This is an optimization exercise on Yosys and OpenROAD, whose aim is small area, not a production implementation. Function was checked by simulation only, so behaviour that the tests miss may differ from the original. No activity file was given, so power comes from the tool's default toggle rates.

==> run a: inputs <==
==> flow/design.v <==
module pwm_multi_generator #(
    parameter int N_CH       = 16,
    parameter int CNT_WIDTH  = 9,
    parameter int CYCLE      = 512,
    parameter int DATA_WIDTH = 8
) (
    input  logic                                      clk,
    input  logic                                      rst_n,
    input  logic                                      sync,
    input  logic                                      we,
    input  logic [((N_CH > 1) ? $clog2(N_CH) : 1)-1:0] addr,
    input  logic [DATA_WIDTH-1:0]                     wduty,
    input  logic [DATA_WIDTH-1:0]                     wphase,
    input  logic [CNT_WIDTH-1:0]                      duty_offset,
    input  logic                                      out_en,
    output logic [CNT_WIDTH-1:0]                      cyc_time,
    output logic                                      update,
    output logic [N_CH-1:0]                           pwm_out
);
    logic [8:0]  time_q;
    logic [15:0] pwm_q;
    logic [15:0] sh_vld_q, act_vld_q;
    logic        wrap;
    logic [7:0]  tu;
    logic [8:0]  k;
    logic [8:0]  m;
    logic        neg;
    logic [8:0]  wsum;
    logic [15:0] pwm_d;
    function automatic logic lt8(input logic [7:0] a, input logic [7:0] b);
        logic c;
        c = 1'b0;
        for (int j = 0; j < 8; j++)
            c = (~a[j] & b[j]) | (~a[j] & c) | (b[j] & c);
        lt8 = c;
    endfunction
    assign wrap = sync | (time_q == 9'd511);
    assign tu   = time_q[8:1];
    assign k    = {1'b0, duty_offset[8:1]} + {8'd0, ~time_q[0] & duty_offset[0]};
    assign m    = {1'b0, tu} - k;
    assign neg  = m[8];
    assign wsum = {1'b0, wphase} + {1'b0, wduty};
    always_ff @(posedge clk or negedge rst_n) begin
        if (!rst_n) begin
            time_q    <= '0;
            pwm_q     <= '0;
            sh_vld_q  <= '0;
            act_vld_q <= '0;
        end else begin
            time_q <= wrap ? 9'd0 : time_q + 9'd1;
            pwm_q  <= pwm_d;
            if (we) sh_vld_q[addr] <= 1'b1;
            if (wrap) act_vld_q <= sh_vld_q;
        end
    end
    for (genvar i = 0; i < 16; i++) begin : g_ch
        logic [7:0] sh_ph_q, act_ph_q;
        logic [8:0] sh_sum_q, act_sum_q;
        logic       c1, lt;
        always_ff @(posedge clk) begin
            if (we && addr == 4'(i)) begin
                sh_ph_q  <= wphase;
                sh_sum_q <= wsum;
            end
            if (wrap) begin
                act_ph_q  <= sh_ph_q;
                act_sum_q <= sh_sum_q;
            end
        end
        assign c1 = ~lt8(tu, act_ph_q);
        assign lt = lt8(m[7:0], act_sum_q[7:0]);
        wire x = c1 | neg;
        wire top = (x & act_sum_q[8]) | (x & lt) | (act_sum_q[8] & lt);
        assign pwm_d[i] = out_en & (act_vld_q[i]
            ? ((c1 & neg) | top)
            : neg);
    end
    assign cyc_time = time_q;
    assign update   = (time_q == 9'd511);
    assign pwm_out  = pwm_q;
endmodule
==> flow/run.sh <==
#!/bin/bash
# synth_recipe.tcl (not shown) runs the flow's synth.tcl, then flattens the netlist and writes it again
# the make line also repeats each setting of config.mk as NAME=value (left out here)
make -C /OpenROAD-flow-scripts/flow DESIGN_CONFIG=/design/flow/config.mk WORK_HOME=/design/flow/orfs CLKGATE_MAP_FILE= SYNTH_SCRIPT=/design/flow/synth_recipe.tcl finish
==> flow/config.mk <==
export PLATFORM = sky130hd
export DESIGN_NAME = pwm_multi_generator
export DESIGN_NICKNAME = pwm_multi_generator
export VERILOG_FILES = /design/flow/design.v
export SDC_FILE = /design/flow/constraint.sdc
export NUM_CORES = 4
export LEC_CHECK = 0
export CAP_MARGIN = 20
export CORE_MARGIN = 2
export CORE_UTILIZATION = 40
export CTS_BUF_LIST = sky130_fd_sc_hd__clkbuf_4
export SLEW_MARGIN = 20
==> flow/constraint.sdc <==
create_clock -name core_clock -period 8.0 [get_ports {clk}]
set_input_delay 1.6000 -clock core_clock [delete_from_list [all_inputs] [get_ports {clk}]]
set_output_delay 1.6000 -clock core_clock [all_outputs]
set_load 0.01 [all_outputs]
==> inputs of run b, as changes to run a <==
--- a/flow/design.v
+++ b/flow/design.v
@@ -29,8 +29,8 @@
     logic [15:0] pwm_d;
-    function automatic logic lt8(input logic [7:0] a, input logic [7:0] b);
+    function automatic logic ge8(input logic [7:0] a, input logic [7:0] nb);
         logic c;
-        c = 1'b0;
+        c = 1'b1;
         for (int j = 0; j < 8; j++)
-            c = (~a[j] & b[j]) | (~a[j] & c) | (b[j] & c);
-        lt8 = c;
+            c = (a[j] & nb[j]) | (a[j] & c) | (nb[j] & c);
+        ge8 = c;
     endfunction
@@ -61,4 +61,4 @@
             if (we && addr == 4'(i)) begin
-                sh_ph_q  <= wphase;
-                sh_sum_q <= wsum;
+                sh_ph_q  <= ~wphase;
+                sh_sum_q <= ~wsum;
             end
@@ -69,6 +69,6 @@
         end
-        assign c1 = ~lt8(tu, act_ph_q);
-        assign lt = lt8(m[7:0], act_sum_q[7:0]);
+        assign c1 = ge8(tu, act_ph_q);
+        assign lt = ~ge8(m[7:0], act_sum_q[7:0]);
         wire x = c1 | neg;
-        wire top = (x & act_sum_q[8]) | (x & lt) | (act_sum_q[8] & lt);
+        wire top = (x & ~act_sum_q[8]) | (x & lt) | (~act_sum_q[8] & lt);
         assign pwm_d[i] = out_en & (act_vld_q[i]
==> flow/flow/run.sh (new file) <==
#!/bin/bash
# Own layout flow: the standard flow (standard.sh) with
#  - the standard synthesis, but with adders left to ABC (no ADDER_MAP_FILE
#    full/half-adder cells) and an area-oriented ABC mapping script,
#  - port buffers of the smallest buffer cell,
#  - clock-tree leaf clusters of up to 18 sinks on clkbuf_8, no CTS dummy loads.
# Each step's full output is in orfs/logs/; make's output is in standard.log.
set -euo pipefail
export FLOW_WORK="$PWD"
bash standard.sh \
  SYNTH_SCRIPT="$PWD/flow/my_synth.tcl" \
  ADDER_MAP_FILE= \
  BUFFER_PORTS_ARGS="-buffer_cell sky130_fd_sc_hd__buf_1" \
  CTS_ARGS="-sink_clustering_enable -repair_clock_nets -sink_clustering_size 18 -sink_clustering_max_diameter 60 -buf_list sky130_fd_sc_hd__clkbuf_8 -dont_use_dummy_load" \
  finish > standard.log 2>&1
==> flow/flow/area.abc (new file) <==
strash
&get -n
&fraig -x
&put
scorr
dc2
balance
rewrite
refactor
balance
rewrite
rewrite -z
balance
refactor -z
rewrite -z
balance
strash
&get -n
&dch -f
&nf -R 1000
&put
==> flow/flow/my_synth.tcl (new file) <==
# The standard synthesis (synth_recipe.tcl) with only the final ABC technology
# mapping script replaced by an area-oriented one (flow/area.abc). Registers
# are mapped before ABC runs, so they are the same as the standard synthesis's.
proc abc {args} {
  set i [lsearch -exact $args -script]
  if {$i >= 0} {
    set args [lreplace $args [expr {$i + 1}] [expr {$i + 1}] $::env(FLOW_WORK)/flow/area.abc]
  }
  puts "abc with area script: $args"
  yosys abc {*}$args
}
source $::env(FLOW_WORK)/synth_recipe.tcl
==> flow/standard.sh (new file) <==
#!/bin/bash
# synth_recipe.tcl (not shown) runs the flow's synth.tcl, then flattens the netlist and writes it again
# the make line also repeats each setting of config.mk as NAME=value (left out here)
make -C /OpenROAD-flow-scripts/flow DESIGN_CONFIG=/design/flow/config.mk WORK_HOME=/design/flow/orfs CLKGATE_MAP_FILE= SYNTH_SCRIPT=/design/flow/synth_recipe.tcl "${@:-finish}"
- CORE_UTILIZATION: 40 -> 75
- CTS_BUF_LIST: sky130_fd_sc_hd__clkbuf_4 -> unset
- PLACE_DENSITY: unset -> 0.9
removed: flow/run.sh
==> inputs of run c, as changes to run a <==
--- a/flow/design.v
+++ b/flow/design.v
@@ -29,8 +29,8 @@
     logic [15:0] pwm_d;
-    function automatic logic lt8(input logic [7:0] a, input logic [7:0] b);
+    function automatic logic ge8(input logic [7:0] a, input logic [7:0] nb);
         logic c;
-        c = 1'b0;
+        c = 1'b1;
         for (int j = 0; j < 8; j++)
-            c = (~a[j] & b[j]) | (~a[j] & c) | (b[j] & c);
-        lt8 = c;
+            c = (a[j] & nb[j]) | (a[j] & c) | (nb[j] & c);
+        ge8 = c;
     endfunction
@@ -61,4 +61,4 @@
             if (we && addr == 4'(i)) begin
-                sh_ph_q  <= wphase;
-                sh_sum_q <= wsum;
+                sh_ph_q  <= ~wphase;
+                sh_sum_q <= ~wsum;
             end
@@ -69,6 +69,6 @@
         end
-        assign c1 = ~lt8(tu, act_ph_q);
-        assign lt = lt8(m[7:0], act_sum_q[7:0]);
+        assign c1 = ge8(tu, act_ph_q);
+        assign lt = ~ge8(m[7:0], act_sum_q[7:0]);
         wire x = c1 | neg;
-        wire top = (x & act_sum_q[8]) | (x & lt) | (act_sum_q[8] & lt);
+        wire top = (x & ~act_sum_q[8]) | (x & lt) | (~act_sum_q[8] & lt);
         assign pwm_d[i] = out_en & (act_vld_q[i]
==> flow/flow/run.sh (new file) <==
#!/bin/bash
# Own layout flow: the standard flow (standard.sh) with
#  - the standard synthesis, but with adders left to ABC (no ADDER_MAP_FILE
#    full/half-adder cells) and an area-oriented ABC mapping script,
#  - port buffers of the smallest buffer cell,
#  - larger clock-tree sink clusters and no CTS dummy loads.
# Each step's full output is in orfs/logs/; make's output is in standard.log.
set -euo pipefail
export FLOW_WORK="$PWD"
bash standard.sh \
  SYNTH_SCRIPT="$PWD/flow/my_synth.tcl" \
  ADDER_MAP_FILE= \
  BUFFER_PORTS_ARGS="-buffer_cell sky130_fd_sc_hd__buf_1" \
  CTS_ARGS="-sink_clustering_enable -repair_clock_nets -sink_clustering_size 25 -sink_clustering_max_diameter 80 -dont_use_dummy_load" \
  finish > standard.log 2>&1
==> flow/flow/area.abc (new file) <==
strash
&get -n
&fraig -x
&put
scorr
dc2
strash
&get -n
&dch -f
&nf
&put
==> flow/flow/my_synth.tcl (new file) <==
# The standard synthesis (synth_recipe.tcl) with only the final ABC technology
# mapping script replaced by an area-oriented one (flow/area.abc). Registers
# are mapped before ABC runs, so they are the same as the standard synthesis's.
proc abc {args} {
  set i [lsearch -exact $args -script]
  if {$i >= 0} {
    set args [lreplace $args [expr {$i + 1}] [expr {$i + 1}] $::env(FLOW_WORK)/flow/area.abc]
  }
  puts "abc with area script: $args"
  yosys abc {*}$args
}
source $::env(FLOW_WORK)/synth_recipe.tcl
==> flow/standard.sh (new file) <==
#!/bin/bash
# synth_recipe.tcl (not shown) runs the flow's synth.tcl, then flattens the netlist and writes it again
# the make line also repeats each setting of config.mk as NAME=value (left out here)
make -C /OpenROAD-flow-scripts/flow DESIGN_CONFIG=/design/flow/config.mk WORK_HOME=/design/flow/orfs CLKGATE_MAP_FILE= SYNTH_SCRIPT=/design/flow/synth_recipe.tcl "${@:-finish}"
- CTS_BUF_LIST: sky130_fd_sc_hd__clkbuf_4 -> unset
removed: flow/run.sh
==> comparison <==
- Run c completed with no timing, DRC or antenna violations. Run a ran to the end with no violations. Run b produced a clean layout.
- Fmax, lowest first: run b, run a, run c.
- Clock skew: run c < run a < run b.
- Between run a and run b, the lower worst hold slack is in run a (gap 0.0049 ns).
- In run c the die area is lower than in run a, by 4.8%.
- The lowest non-clock buffer count belongs to run c, the highest to run a.
- Cell area: run b < run c < run a.
- The highest utilization belongs to run b, the lowest to run c.
- Between run c and run b, the lower power is in run b (gap about 3%, measured against run b).

## separate check: timing with driven ports
No port has a modelled driver above. Below, the same layouts with a new extraction and two added sets of constraints. Step 1 sets driving cells, clkbuf_16 on the clock port and buf_2 on the other inputs (assumed; they add their load-dependent delay and slew). Step 2 also shifts input and output timing later by t, the mid clock arrival at the registers, as if the neighbouring blocks saw the same clock. a / b / c = ideal ports / drivers / drivers and shift; a / b = the first two.
run | t (ns) | setup slack, ns | hold slack, ns | worst slew at a driven data input, ns | cell pins on the clock port's net
run a | 0.986 | 2.587 / 2.587 / 1.736 | 0.380 / 0.380 / 0.380 | 0.05 | 1
run b | 0.606 | 2.193 / 2.203 / 1.597 | 0.385 / 0.385 / 0.385 | 0.08 | 1
run c | 0.623 | 3.075 / 3.105 / 2.482 | 0.378 / 0.378 / 0.378 | 0.09 | 1
After both steps every run listed still meets setup and hold. For run a, which loses most, drivers alone change the setup slack by 0.000 ns; drivers and shift together by -0.851 ns.
